Context: an optimization exercise on an open-source flow, tuned for small area and a short achievable clock period. The choices shown serve that exercise and are no tape-out recipe.
The RTL was checked by simulation tests, not by an equivalence proof against the original design.
Power and IR drop assume default switching activity.

==> flow/design.v (excerpt) <==
module l1_ld_responder #(
  parameter int unsigned DEPTH    = 64,
  parameter int unsigned LAT      = 2,
  parameter logic [31:0] MISS_PTE = 32'hFFFF_F000
) (
  input  logic                     clk_i,
  input  logic                     resetn_i,
  input  logic [27:0]              l1_va_i,
  input  logic                     l1_va_vld_i,
  input  logic                     l1_cancel_i,
  input  logic                     stall_i,
  output logic [31:0]              l1_pa_o,
  output logic                     l1_vld_o,
  input  logic                     fill_we_i,
  input  logic [$clog2(DEPTH)-1:0] fill_idx_i,
  input  logic [31:0]              fill_data_i,
  input  logic                     inv_all_i,
  output logic [15:0]              cancel_cnt_o,
  output logic [15:0]              miss_cnt_o
);
  localparam int unsigned IW = $clog2(DEPTH);
  localparam int unsigned DW = 32;
  localparam int unsigned CW = 16;
  logic [DW-1:0]    mem_q [DEPTH];    
  logic [DEPTH-1:0] ent_vld_q;
  logic             vld1_q, vld2_q;
  logic             hit1_q;
  logic [DW-1:0]    data1_q, data2_q;
  logic [CW-1:0]    cancel_cnt_q;
  logic [CW-1:0]    miss_cnt_q;
  logic [IW-1:0]    rd_idx_c;
  logic [DEPTH-1:0] rd_sel_c;     
  logic [DEPTH-1:0] wr_sel_c;     
  logic [DW-1:0]    rd_data_c;
  logic             rd_hit_c;
  logic             cancel_c;
  logic             miss_c;
  assign rd_idx_c = l1_va_i[IW+1:2];
  always_comb begin
    for (int i = 0; i < DEPTH; i++) begin
      rd_sel_c[i] = (rd_idx_c == IW'(i)) & ~stall_i;
      wr_sel_c[i] = (fill_idx_i == IW'(i)) & fill_we_i;
    end
  end
  always_comb begin
    rd_data_c = stall_i ? data1_q : '0;
    rd_hit_c  = stall_i & hit1_q;
    for (int i = 0; i < DEPTH; i++) begin
      rd_data_c = rd_data_c | ({DW{rd_sel_c[i]}} & mem_q[i]);
      rd_hit_c  = rd_hit_c | (rd_sel_c[i] & ent_vld_q[i]);
    end
  end
  ...
Size in the first run: roughly 4,600 cells after synthesis.
clock: 4.0 ns
lec_check: 0
cap_margin: 20
core_margin: 2
core_utilization: 40
setup_slack_margin: 1.5
slew_margin: 20
standard.sh (not shown) runs the stock make flow with config.mk's settings and CLKGATE_MAP_FILE= SYNTH_SCRIPT=/design/flow/synth_recipe.tcl, a recipe that flattens the netlist after the stock synthesis.
==> flow/flow/run.sh <==
#!/bin/bash
# Standard ORFS layout, except that the port buffers that placement inserts are
# plain buf cells (resizable by timing repair) instead of delay-buffer cells.
set -euo pipefail
# standard synthesis, unchanged
bash standard.sh synth > synth.log 2>&1
# rest of the standard flow, with the port buffer cell chosen
bash standard.sh finish "BUFFER_PORTS_ARGS=-buffer_cell sky130_fd_sc_hd__buf_4" > layout.log 2>&1
The first run went through all stages and came out clean.
Next try:
--- a/flow/config.mk
+++ b/flow/config.mk
@@ -10,2 +10,3 @@
 export CORE_UTILIZATION = 40
+export CTS_BUF_LIST = sky130_fd_sc_hd__clkbuf_8
 export SETUP_SLACK_MARGIN = 1.5
What happened: Worst setup slack gets worse by 140 ps. Clock power came out lower by about 9%. Routed wire length hardly moves. Non-clock buffer count is lower by 74. Sequential power stays flat. Die area is unchanged. Via count barely changes.
Next try:
==> flow/run.sh (new file) <==
#!/bin/bash
# synth_recipe.tcl (not shown) runs the flow's synth.tcl, then flattens the netlist and writes it again
# the make line also repeats each setting of config.mk as NAME=value (left out here)
make -C /OpenROAD-flow-scripts/flow DESIGN_CONFIG=/design/flow/config.mk WORK_HOME=/design/flow/orfs CLKGATE_MAP_FILE= SYNTH_SCRIPT=/design/flow/synth_recipe.tcl finish
--- a/flow/config.mk
+++ b/flow/config.mk
@@ -9,4 +9,5 @@
 export CORE_MARGIN = 2
-export CORE_UTILIZATION = 40
-export CTS_BUF_LIST = sky130_fd_sc_hd__clkbuf_8
+export CORE_UTILIZATION = 55
+export CTS_CLUSTER_DIAMETER = 50
+export CTS_CLUSTER_SIZE = 24
 export SETUP_SLACK_MARGIN = 1.5
removed: flow/flow/run.sh
removed: flow/standard.sh
Clock-buffer cell count falls by 217. Maximum frequency increases by 0.73%. Utilization rises by 20 points. Combinational power climbs by about 7%. Final area increases by 2.2%. Power is higher by 0.42%. Clock power barely changes.
Next try:
--- a/flow/config.mk
+++ b/flow/config.mk
@@ -9,5 +9,3 @@
 export CORE_MARGIN = 2
-export CORE_UTILIZATION = 55
-export CTS_CLUSTER_DIAMETER = 50
-export CTS_CLUSTER_SIZE = 24
+export CORE_UTILIZATION = 40
 export SETUP_SLACK_MARGIN = 1.5
Effect: The new run ran to the end with no violations. Design area goes up by 0.42%. Total power rose by 2.9%. Wire length hardly moves. Non-clock buffer count shrinks by 88.
Next try:
==> flow/flow/run.sh (new file) <==
#!/bin/bash
# Standard ORFS layout, except that the port buffers that placement inserts are
# plain buf cells (resizable by timing repair) instead of delay-buffer cells.
set -euo pipefail
# standard synthesis, unchanged
bash standard.sh synth > synth.log 2>&1
# rest of the standard flow, with the port buffer cell chosen
bash standard.sh finish "BUFFER_PORTS_ARGS=-buffer_cell sky130_fd_sc_hd__buf_4" > layout.log 2>&1
==> flow/standard.sh (new file) <==
#!/bin/bash
# synth_recipe.tcl (not shown) runs the flow's synth.tcl, then flattens the netlist and writes it again
# the make line also repeats each setting of config.mk as NAME=value (left out here)
make -C /OpenROAD-flow-scripts/flow DESIGN_CONFIG=/design/flow/config.mk WORK_HOME=/design/flow/orfs CLKGATE_MAP_FILE= SYNTH_SCRIPT=/design/flow/synth_recipe.tcl "${@:-finish}"
--- a/flow/config.mk
+++ b/flow/config.mk
@@ -10,3 +10,4 @@
 export CORE_UTILIZATION = 40
-export SETUP_SLACK_MARGIN = 1.5
+export CTS_BUF_LIST = sky130_fd_sc_hd__clkbuf_8
+export SETUP_SLACK_MARGIN = 1.2
 export SLEW_MARGIN = 20
removed: flow/run.sh
Routed wire length falls by 1.9%.
Design area falls by 3.2%.
Worst setup slack is worse by 340 ps.
Via count falls by 0.78%.
Combinational power falls by about 9%.
Sequential share of layout area rises by 2.2 points.
Area after synthesis is unchanged.
Die area is unchanged.
Non-clock buffer count falls by 182.
Total power falls by 2.9%.
Next try:
--- a/flow/config.mk
+++ b/flow/config.mk
@@ -10,4 +10,3 @@
 export CORE_UTILIZATION = 40
-export CTS_BUF_LIST = sky130_fd_sc_hd__clkbuf_8
-export SETUP_SLACK_MARGIN = 1.2
+export SETUP_SLACK_MARGIN = 1.8
 export SLEW_MARGIN = 20
Effect: Die area is unchanged. Cell count climbs slightly. Wire length climbs by a few percent. Setup slack improved by 410 ps. Register-to-register slack improved by 170 ps. Hold slack improved by 56 ps. Cell area climbs by a little under a tenth. Clock power climbs by a few percent.

afterwards: timing with drivers on the ports:
In the flow no input, the clock included, has a driving cell. The finished layouts below were timed again as built, in two steps. Step 1, drivers: a clkbuf_16 drives clk_i and a buf_2 each remaining input, both assumed. Step 2 also shifts input and output timing later by t, the mid clock arrival at the registers, as if the neighbouring blocks saw the same clock. Three values: ideal, step 1, step 2; two values: the first two.
run | shift t [ns] | setup WS [ns] | hold WS [ns] | latest minus earliest clock arrival (ns) | pins driven straight from the clock port
the first run | 0.953 | 1.427 / 1.349 / 0.396 | 0.124 / 0.069 / 0.492 | 0.049 / 0.049 | 1
the second run | 1.142 | 1.283 / 1.250 / 0.108 | 0.208 / 0.148 / 0.496 | 0.103 / 0.102 | 1
the third run | 0.924 | 1.303 / 1.360 / 0.436 | 0.011 / -0.031 / 0.488 | 0.052 / 0.052 | 1
the fourth run | 0.966 | 1.428 / 1.420 / 0.453 | 0.328 / 0.271 / 0.487 | 0.056 / 0.057 | 1
the fifth run | 1.175 | 1.085 / 1.059 / -0.115 | 0.071 / 0.021 / 0.497 | 0.093 / 0.093 | 1
the sixth run | 0.964 | 1.498 / 1.363 / 0.399 | 0.128 / 0.071 / 0.523 | 0.062 / 0.062 | 1
Met with ideal ports but missed after step 2: setup timing in the fifth run. The setup slack of the fifth run, which loses most, moves by -0.026 ns with the drivers and by -1.200 ns with both steps.
